Background: an optimization exercise with open tools, aiming at small area. Do not read the settings as production practice. Only simulation tests tie the RTL to the original design; equivalence was not proved. Power is estimated from default activity; no workload was simulated.

Setup of the previous run:
==> flow/design.v <==
module i281_trace_buffer #(
   parameter int DEPTH     = 64,
   parameter int NUM_REGS  = 4,
   parameter int REG_W     = 8,
   parameter int INSTR_W   = 5,
   parameter int STATE_W   = 5,
   parameter int FLAG_W    = 4,
   parameter int CYC_W     = 16,
   parameter int POST_TRIG = 8
) (
   input  logic                      clock,
   input  logic                      reset_n,
   input  logic                      capture_en,
   input  logic [INSTR_W-1:0]        instr,
   input  logic [STATE_W-1:0]        state,
   input  logic [NUM_REGS*REG_W-1:0] regs,
   input  logic [FLAG_W-1:0]         flags,
   input  logic                      arm,
   input  logic                      trig_en,
   input  logic [INSTR_W-1:0]        trig_instr,
   input  logic [STATE_W-1:0]        trig_state,
   output logic                      busy,
   output logic                      done,
   output logic                      wrapped,
   input  logic                      rd_start,
   input  logic                      rd_ready,
   output logic                      rd_valid,
   output logic [CYC_W+INSTR_W+STATE_W+NUM_REGS*REG_W+FLAG_W-1:0] rd_data,
   output logic                      rd_last
);
   localparam int AW       = $clog2(DEPTH);
   localparam int FW       = AW + 1;
   localparam int PW       = (POST_TRIG > 1) ? $clog2(POST_TRIG) : 1;
   localparam int SNAP_W   = INSTR_W + STATE_W + NUM_REGS*REG_W + FLAG_W;
   localparam int ENTRY_W  = CYC_W + SNAP_W;
   localparam int INS_STEP = 4;                       
   localparam int SW       = $clog2(INS_STEP);
   localparam int NINS     = DEPTH / INS_STEP;        
   localparam int RD_POS   = 1;                       
   typedef enum logic [2:0] {
      ST_IDLE,
      ST_ARMED,
      ST_POST,
      ST_DONE,
      ST_RSETUP,
      ST_READOUT
   } state_e;
   state_e             state_q, state_d;
   logic [FW-1:0]      fill_q, fill_d;        
   logic [PW-1:0]      post_cnt_q, post_cnt_d;
   logic               wrapped_q, wrapped_d;
   logic [CYC_W-1:0]   cyc_q, cyc_d;
   logic [AW-1:0]      off_q, off_d;          
   logic [INS_STEP-1:1] pend_q, pend_d;       
   logic               rd_valid_q, rd_valid_d;
   logic               rd_last_q, rd_last_d;
   logic [ENTRY_W-1:0] rd_data_q;
   logic [ENTRY_W-1:0] ring_q [DEPTH];
   logic [SNAP_W-1:0]  dly_q  [2:INS_STEP-1];    
   logic [SNAP_W-1:0]  dly1;                     
   logic               capturing, reading, full, wr_en, trig_hit;
   logic [SNAP_W-1:0]  snap, ins_snap;
   logic [ENTRY_W-1:0] ins_data;
   logic [SW-1:0]      src;
   logic               have, due, fetch;
   assign capturing = (state_q == ST_ARMED) || (state_q == ST_POST);
   assign reading   = (state_q == ST_READOUT);
   assign full      = fill_q[FW-1];
   assign wr_en     = capturing && capture_en && !arm;
   assign trig_hit  = (state_q == ST_ARMED) && capture_en && trig_en &&
                      (instr == trig_instr) && (state == trig_state);
   assign snap      = {instr, state, regs, flags};
   always_comb begin
      src  = '0;
      have = wr_en;
      for (int k = 1; k < INS_STEP; k++) begin
         if (pend_q[k]) begin
            src  = SW'(k);
            have = 1'b1;
         end
      end
   end
   assign due      = have && (off_q[SW-1:0] == '0);
   assign dly1     = rd_data_q[SNAP_W-1:0];
   assign ins_snap = (src == '0) ? snap : (src == SW'(1)) ? dly1 : dly_q[src];
   assign ins_data = {cyc_q - CYC_W'(src), ins_snap};
   assign fetch = reading && (off_q == AW'(RD_POS + 1)) &&
                  (!rd_valid_q || (rd_ready && !rd_last_q));
   always_comb begin
      state_d    = state_q;
      fill_d     = fill_q;
      post_cnt_d = post_cnt_q;
      wrapped_d  = wrapped_q;
      cyc_d      = cyc_q + CYC_W'(1);      
      off_d      = (due || fetch) ? off_q : off_q + AW'(1);
      rd_valid_d = rd_valid_q;
      rd_last_d  = rd_last_q;
      for (int k = 1; k < INS_STEP; k++) begin
         pend_d[k] = ((k == 1) ? wr_en : pend_q[k-1]) && !(due && (src == SW'(k - 1)));
      end
      if (arm) begin
         state_d    = ST_ARMED;
         fill_d     = '0;
         post_cnt_d = '0;
         wrapped_d  = 1'b0;
         cyc_d      = '0;
         pend_d     = '0;
         rd_valid_d = 1'b0;
         rd_last_d  = 1'b0;
      end else begin
         unique case (state_q)
            ST_IDLE: begin
            end
            ST_ARMED, ST_POST: begin
               if (capture_en) begin
                  if (full) wrapped_d = 1'b1;
                  else      fill_d    = fill_q + FW'(1);
               end
               if (trig_hit) begin
                  post_cnt_d = '0;
                  state_d    = ST_POST;
               end else if ((state_q == ST_POST) && capture_en) begin
                  post_cnt_d = post_cnt_q + PW'(1);
                  if (post_cnt_q == PW'(POST_TRIG - 1)) state_d = ST_DONE;
               end
            end
            ST_DONE: begin
               if (rd_start) state_d = ST_RSETUP;
            end
            ST_RSETUP: begin
               if (pend_q == '0) begin
                  state_d = ST_READOUT;
                  off_d   = off_q + AW'(1) + fill_q[AW-1:0];
               end
            end
            ST_READOUT: begin
               if (fetch) begin
                  rd_valid_d = 1'b1;
                  rd_last_d  = (fill_q == FW'(1));
                  fill_d     = fill_q - FW'(1);
               end else if (rd_valid_q && rd_ready) begin
                  rd_valid_d = 1'b0;
                  if (rd_last_q) begin
                     rd_last_d = 1'b0;
                     state_d   = ST_IDLE;
                  end
               end
            end
            default: begin
               state_d = ST_IDLE;
            end
         endcase
      end
   end
   always_ff @(posedge clock or negedge reset_n) begin
      if (!reset_n) begin
         state_q    <= ST_IDLE;
         wrapped_q  <= 1'b0;
         off_q      <= '0;
         pend_q     <= '0;
         rd_valid_q <= 1'b0;
         rd_last_q  <= 1'b0;
      end else begin
         state_q    <= state_d;
         wrapped_q  <= wrapped_d;
         off_q      <= off_d;
         pend_q     <= pend_d;
         rd_valid_q <= rd_valid_d;
         rd_last_q  <= rd_last_d;
      end
   end
   always_ff @(posedge clock) begin
      fill_q     <= fill_d;
      post_cnt_q <= post_cnt_d;
      cyc_q      <= cyc_d;
   end
   localparam int PM_GRP = 4;
   localparam int GW     = $clog2(PM_GRP);
   logic [NINS/PM_GRP-1:0] pm_q, pm_d;
   logic [NINS-1:0]    ins_sel, ins_selb;
   always_comb begin
      for (int g = 0; g < NINS / PM_GRP; g++) begin
         pm_d[g] = (off_d[AW-1:SW+GW] == (AW-SW-GW)'(g)) && (off_d[SW-1:0] == '0);
      end
      for (int j = 0; j < NINS; j++) begin
         ins_sel[j]  = have && pm_q[j / PM_GRP] && (off_q[SW+GW-1:SW] == GW'(j % PM_GRP));
         ins_selb[j] = !have || (off_q != AW'(j * INS_STEP));
      end
   end
   always_ff @(posedge clock) begin
      pm_q <= pm_d;
   end
   always_ff @(posedge clock) begin
      for (int p = 0; p < DEPTH; p++) begin
         if (p % INS_STEP != 0) begin
            ring_q[p] <= ring_q[p-1];
         end else begin
            ring_q[p] <= ~((ring_q[(p + DEPTH - 1) % DEPTH] | {ENTRY_W{ins_sel[p / INS_STEP]}}) &
                           ({ENTRY_W{ins_selb[p / INS_STEP]}} |
                            (((p / INS_STEP) % 2 == 1) ? ins_data : ~ins_data)));
         end
      end
      for (int k = 2; k < INS_STEP; k++) begin
         dly_q[k] <= (k == 2) ? dly1 : dly_q[k-1];
      end
      if (fetch) rd_data_q[ENTRY_W-1:SNAP_W] <= ring_q[RD_POS][ENTRY_W-1:SNAP_W];
      if (!reading)   rd_data_q[SNAP_W-1:0] <= snap;
      else if (fetch) rd_data_q[SNAP_W-1:0] <= ring_q[RD_POS][SNAP_W-1:0];
   end
   assign busy     = capturing;
   assign done     = (state_q == ST_DONE);
   assign wrapped  = wrapped_q;
   assign rd_valid = rd_valid_q;
   assign rd_data  = rd_data_q;
   assign rd_last  = rd_last_q;
endmodule
==> flow/config.mk <==
export PLATFORM = sky130hd
export DESIGN_NAME = i281_trace_buffer
export DESIGN_NICKNAME = i281_trace_buffer
export VERILOG_FILES = /design/flow/design.v
export SDC_FILE = /design/flow/constraint.sdc
export NUM_CORES = 4
export LEC_CHECK = 0
export CAP_MARGIN = 20
export CORE_MARGIN = 2
export CORE_UTILIZATION = 72
export PLACE_DENSITY = 0.8
export SLEW_MARGIN = 20
==> flow/constraint.sdc <==
create_clock -name core_clock -period 6.0 [get_ports {clock}]
set_input_delay 1.2000 -clock core_clock [delete_from_list [all_inputs] [get_ports {clock}]]
set_output_delay 1.2000 -clock core_clock [all_outputs]
set_load 0.01 [all_outputs]
standard.sh (not shown) runs the stock make flow with config.mk's settings and CLKGATE_MAP_FILE= SYNTH_SCRIPT=/design/flow/synth_recipe.tcl, a recipe that flattens the netlist after the stock synthesis.
==> flow/flow/run.sh <==
#!/bin/bash
set -euo pipefail
CTS_ARGS="-sink_clustering_enable -repair_clock_nets -dont_use_dummy_load -sink_clustering_size 20 -sink_clustering_max_diameter 55 -buf_list sky130_fd_sc_hd__clkbuf_8 -sink_clustering_buffer sky130_fd_sc_hd__clkbuf_8 -tree_buf sky130_fd_sc_hd__clkbuf_8 -root_buf sky130_fd_sc_hd__clkbuf_8"
bash standard.sh finish \
  "CTS_ARGS=${CTS_ARGS}" \
  "BUFFER_PORTS_ARGS=-buffer_cell sky130_fd_sc_hd__buf_1" \
  > flow_make.log 2>&1
test -f out/final.def
The previous run was carried through to the last stage, and its layout satisfied the timing, design-rule and antenna checks.
### the previous run -> the current run
--- a/flow/design.v
+++ b/flow/design.v
@@ -53,48 +53,46 @@
    logic [AW-1:0]      off_q, off_d;          
    logic [INS_STEP-1:1] pend_q, pend_d;       
    logic               rd_valid_q, rd_valid_d;
    logic               rd_last_q, rd_last_d;
    logic [ENTRY_W-1:0] rd_data_q;
    logic [ENTRY_W-1:0] ring_q [DEPTH];
-   logic [SNAP_W-1:0]  dly_q  [2:INS_STEP-1];    
-   logic [SNAP_W-1:0]  dly1;                     
+   logic [ENTRY_W-1:0] dly_q  [2:INS_STEP-1];    
+   logic [ENTRY_W-1:0] dly1;                     
    logic               capturing, reading, full, wr_en, trig_hit;
-   logic [SNAP_W-1:0]  snap, ins_snap;
-   logic [ENTRY_W-1:0] ins_data;
+   logic [ENTRY_W-1:0] entry, ins_data;
    logic [SW-1:0]      src;
    logic               have, due, fetch;
    assign capturing = (state_q == ST_ARMED) || (state_q == ST_POST);
    assign reading   = (state_q == ST_READOUT);
    assign full      = fill_q[FW-1];
    assign wr_en     = capturing && capture_en && !arm;
    assign trig_hit  = (state_q == ST_ARMED) && capture_en && trig_en &&
                       (instr == trig_instr) && (state == trig_state);
-   assign snap      = {instr, state, regs, flags};
+   assign entry     = {cyc_q, instr, state, regs, flags};
    always_comb begin
       src  = '0;
       have = wr_en;
       for (int k = 1; k < INS_STEP; k++) begin
          if (pend_q[k]) begin
             src  = SW'(k);
             have = 1'b1;
          end
       end
    end
    assign due      = have && (off_q[SW-1:0] == '0);
-   assign dly1     = rd_data_q[SNAP_W-1:0];
-   assign ins_snap = (src == '0) ? snap : (src == SW'(1)) ? dly1 : dly_q[src];
-   assign ins_data = {cyc_q - CYC_W'(src), ins_snap};
+   assign dly1     = rd_data_q;
+   assign ins_data = (src == '0) ? entry : (src == SW'(1)) ? dly1 : dly_q[src];
    assign fetch = reading && (off_q == AW'(RD_POS + 1)) &&
                   (!rd_valid_q || (rd_ready && !rd_last_q));
    always_comb begin
       state_d    = state_q;
       fill_d     = fill_q;
       post_cnt_d = post_cnt_q;
       wrapped_d  = wrapped_q;
-      cyc_d      = cyc_q + CYC_W'(1);      
+      cyc_d      = cyc_q;
       off_d      = (due || fetch) ? off_q : off_q + AW'(1);
       rd_valid_d = rd_valid_q;
       rd_last_d  = rd_last_q;
       for (int k = 1; k < INS_STEP; k++) begin
          pend_d[k] = ((k == 1) ? wr_en : pend_q[k-1]) && !(due && (src == SW'(k - 1)));
       end
@@ -109,12 +107,13 @@
          rd_last_d  = 1'b0;
       end else begin
          unique case (state_q)
             ST_IDLE: begin
             end
             ST_ARMED, ST_POST: begin
+               cyc_d = cyc_q + CYC_W'(1);
                if (capture_en) begin
                   if (full) wrapped_d = 1'b1;
                   else      fill_d    = fill_q + FW'(1);
                end
                if (trig_hit) begin
                   post_cnt_d = '0;
@@ -171,22 +170,18 @@
    end
    always_ff @(posedge clock) begin
       fill_q     <= fill_d;
       post_cnt_q <= post_cnt_d;
       cyc_q      <= cyc_d;
    end
-   localparam int PM_GRP = 4;
-   localparam int GW     = $clog2(PM_GRP);
-   logic [NINS/PM_GRP-1:0] pm_q, pm_d;
+   logic [NINS-1:0]    pm_q, pm_d;
    logic [NINS-1:0]    ins_sel, ins_selb;
    always_comb begin
-      for (int g = 0; g < NINS / PM_GRP; g++) begin
-         pm_d[g] = (off_d[AW-1:SW+GW] == (AW-SW-GW)'(g)) && (off_d[SW-1:0] == '0);
-      end
       for (int j = 0; j < NINS; j++) begin
-         ins_sel[j]  = have && pm_q[j / PM_GRP] && (off_q[SW+GW-1:SW] == GW'(j % PM_GRP));
+         pm_d[j]     = (off_d == AW'(j * INS_STEP));
+         ins_sel[j]  = have && pm_q[j];
          ins_selb[j] = !have || (off_q != AW'(j * INS_STEP));
       end
    end
    always_ff @(posedge clock) begin
       pm_q <= pm_d;
    end
@@ -200,15 +195,14 @@
                             (((p / INS_STEP) % 2 == 1) ? ins_data : ~ins_data)));
          end
       end
       for (int k = 2; k < INS_STEP; k++) begin
          dly_q[k] <= (k == 2) ? dly1 : dly_q[k-1];
       end
-      if (fetch) rd_data_q[ENTRY_W-1:SNAP_W] <= ring_q[RD_POS][ENTRY_W-1:SNAP_W];
-      if (!reading)   rd_data_q[SNAP_W-1:0] <= snap;
-      else if (fetch) rd_data_q[SNAP_W-1:0] <= ring_q[RD_POS][SNAP_W-1:0];
+      if (!reading)  rd_data_q <= entry;
+      else if (fetch) rd_data_q <= ring_q[RD_POS];
    end
    assign busy     = capturing;
    assign done     = (state_q == ST_DONE);
    assign wrapped  = wrapped_q;
    assign rd_valid = rd_valid_q;
    assign rd_data  = rd_data_q;
Findings:
- Comparing the current run and the previous run, the higher final worst-path cycle share is on the previous run.
- Going from the previous run to the current run, first-pass GRT wire length climbed 7800 um, cell count climbed about 2%.
- Looking only at number of antenna repair diodes, and setting everything else aside, the lower value of the current run and the previous run goes to the current run.
- The lower final clock skew came out of the current run.
- In the current run, iteration count of the initial detailed-routing pass is lower than in the previous run.
- Of the current run and the previous run, the run reporting the lower final critical path time including I/O delays and setup was the current run.
- The current run against the previous run: via count of the routed design +1579; wire length +3.8%; post-route worst hold slack +0.018 ns; data arrival time of the worst path -0.04 ns; layout overhead on the synthesized area ~0 delta.
- Fraction of met2 tracks used by global routing: the current run < the previous run
- Summary: worst-case vdd ir drop, the current run better than the previous run

* * *

// i281_trace_buffer: RTL as listed in full above, without the edits since
==> flow/config.mk <==
export PLATFORM = sky130hd
export DESIGN_NAME = i281_trace_buffer
export DESIGN_NICKNAME = i281_trace_buffer
export VERILOG_FILES = /design/flow/design.v
export SDC_FILE = /design/flow/constraint.sdc
export NUM_CORES = 4
export LEC_CHECK = 0
export CAP_MARGIN = 20
export CORE_MARGIN = 2
export CORE_UTILIZATION = 72
export PLACE_DENSITY = 0.8
export SLEW_MARGIN = 20
==> flow/constraint.sdc <==
create_clock -name core_clock -period 6.0 [get_ports {clock}]
set_input_delay 1.2000 -clock core_clock [delete_from_list [all_inputs] [get_ports {clock}]]
set_output_delay 1.2000 -clock core_clock [all_outputs]
set_load 0.01 [all_outputs]
==> flow/flow/run.sh <==
#!/bin/bash
set -euo pipefail
CTS_ARGS="-sink_clustering_enable -repair_clock_nets -dont_use_dummy_load -sink_clustering_size 18 -sink_clustering_max_diameter 70 -buf_list sky130_fd_sc_hd__clkbuf_8 -sink_clustering_buffer sky130_fd_sc_hd__clkbuf_8 -tree_buf sky130_fd_sc_hd__clkbuf_4 -root_buf sky130_fd_sc_hd__clkbuf_8"
bash standard.sh finish \
  "CTS_ARGS=${CTS_ARGS}" \
  "BUFFER_PORTS_ARGS=-buffer_cell sky130_fd_sc_hd__buf_1" \
  > flow_make.log 2>&1
test -f out/final.def
Next try:
--- a/flow/design.v
+++ b/flow/design.v
@@ -174,16 +174,12 @@
       post_cnt_q <= post_cnt_d;
       cyc_q      <= cyc_d;
    end
-   localparam int PM_GRP = 4;
-   localparam int GW     = $clog2(PM_GRP);
-   logic [NINS/PM_GRP-1:0] pm_q, pm_d;
+   logic [NINS-1:0]    pm_q, pm_d;
    logic [NINS-1:0]    ins_sel, ins_selb;
    always_comb begin
-      for (int g = 0; g < NINS / PM_GRP; g++) begin
-         pm_d[g] = (off_d[AW-1:SW+GW] == (AW-SW-GW)'(g)) && (off_d[SW-1:0] == '0);
-      end
       for (int j = 0; j < NINS; j++) begin
-         ins_sel[j]  = have && pm_q[j / PM_GRP] && (off_q[SW+GW-1:SW] == GW'(j % PM_GRP));
+         pm_d[j]     = (off_d == AW'(j * INS_STEP));
+         ins_sel[j]  = have && pm_q[j];
          ins_selb[j] = !have || (off_q != AW'(j * INS_STEP));
       end
    end
Global-route usage decreases by 0.29 points.
Power decreases by a little under a tenth.
Sequential power decreases by a little under a tenth.
Setup slack gets worse by 0.098 ns.
Synthesized cell count increases slightly.
Cell area barely changes.

-- static timing again, ports no longer ideal --
Ports are ideal in the flow. The routed layouts listed here were re-timed in OpenROAD. Step 1 assumes that a clkbuf_16 drives the clock port and a buf_2 every other input. Step 2 moves the port delays by t, midway between the first and last clock arrival at a register: inputs arrive t later, outputs are due t later. That takes back most of the time a late clock gives input paths. a / b / c = ideal ports / drivers / drivers and shift; a / b = the first two.
run	t, ns	setup WS [ns]	worst setup path at the end	clock arrival spread, ns	worst data-port slew with drivers (ns)
the previous run	1.018	1.770 / 1.770 / 1.770	register to register	0.133 / 0.132	0.14
the current run	1.035	1.827 / 1.827 / 1.272	input to register	0.082 / 0.083	0.07
the first run of note 2	1.066	1.795 / 1.795 / 1.679	input to register	0.090 / 0.090	0.11
the second run of note 2	1.089	1.697 / 1.697 / 1.093	input to register	0.105 / 0.105	0.22
After both steps every run listed still meets setup and hold. For the second run of note 2, which loses most, drivers alone change the setup slack by 0.000 ns; drivers and shift together by -0.604 ns.
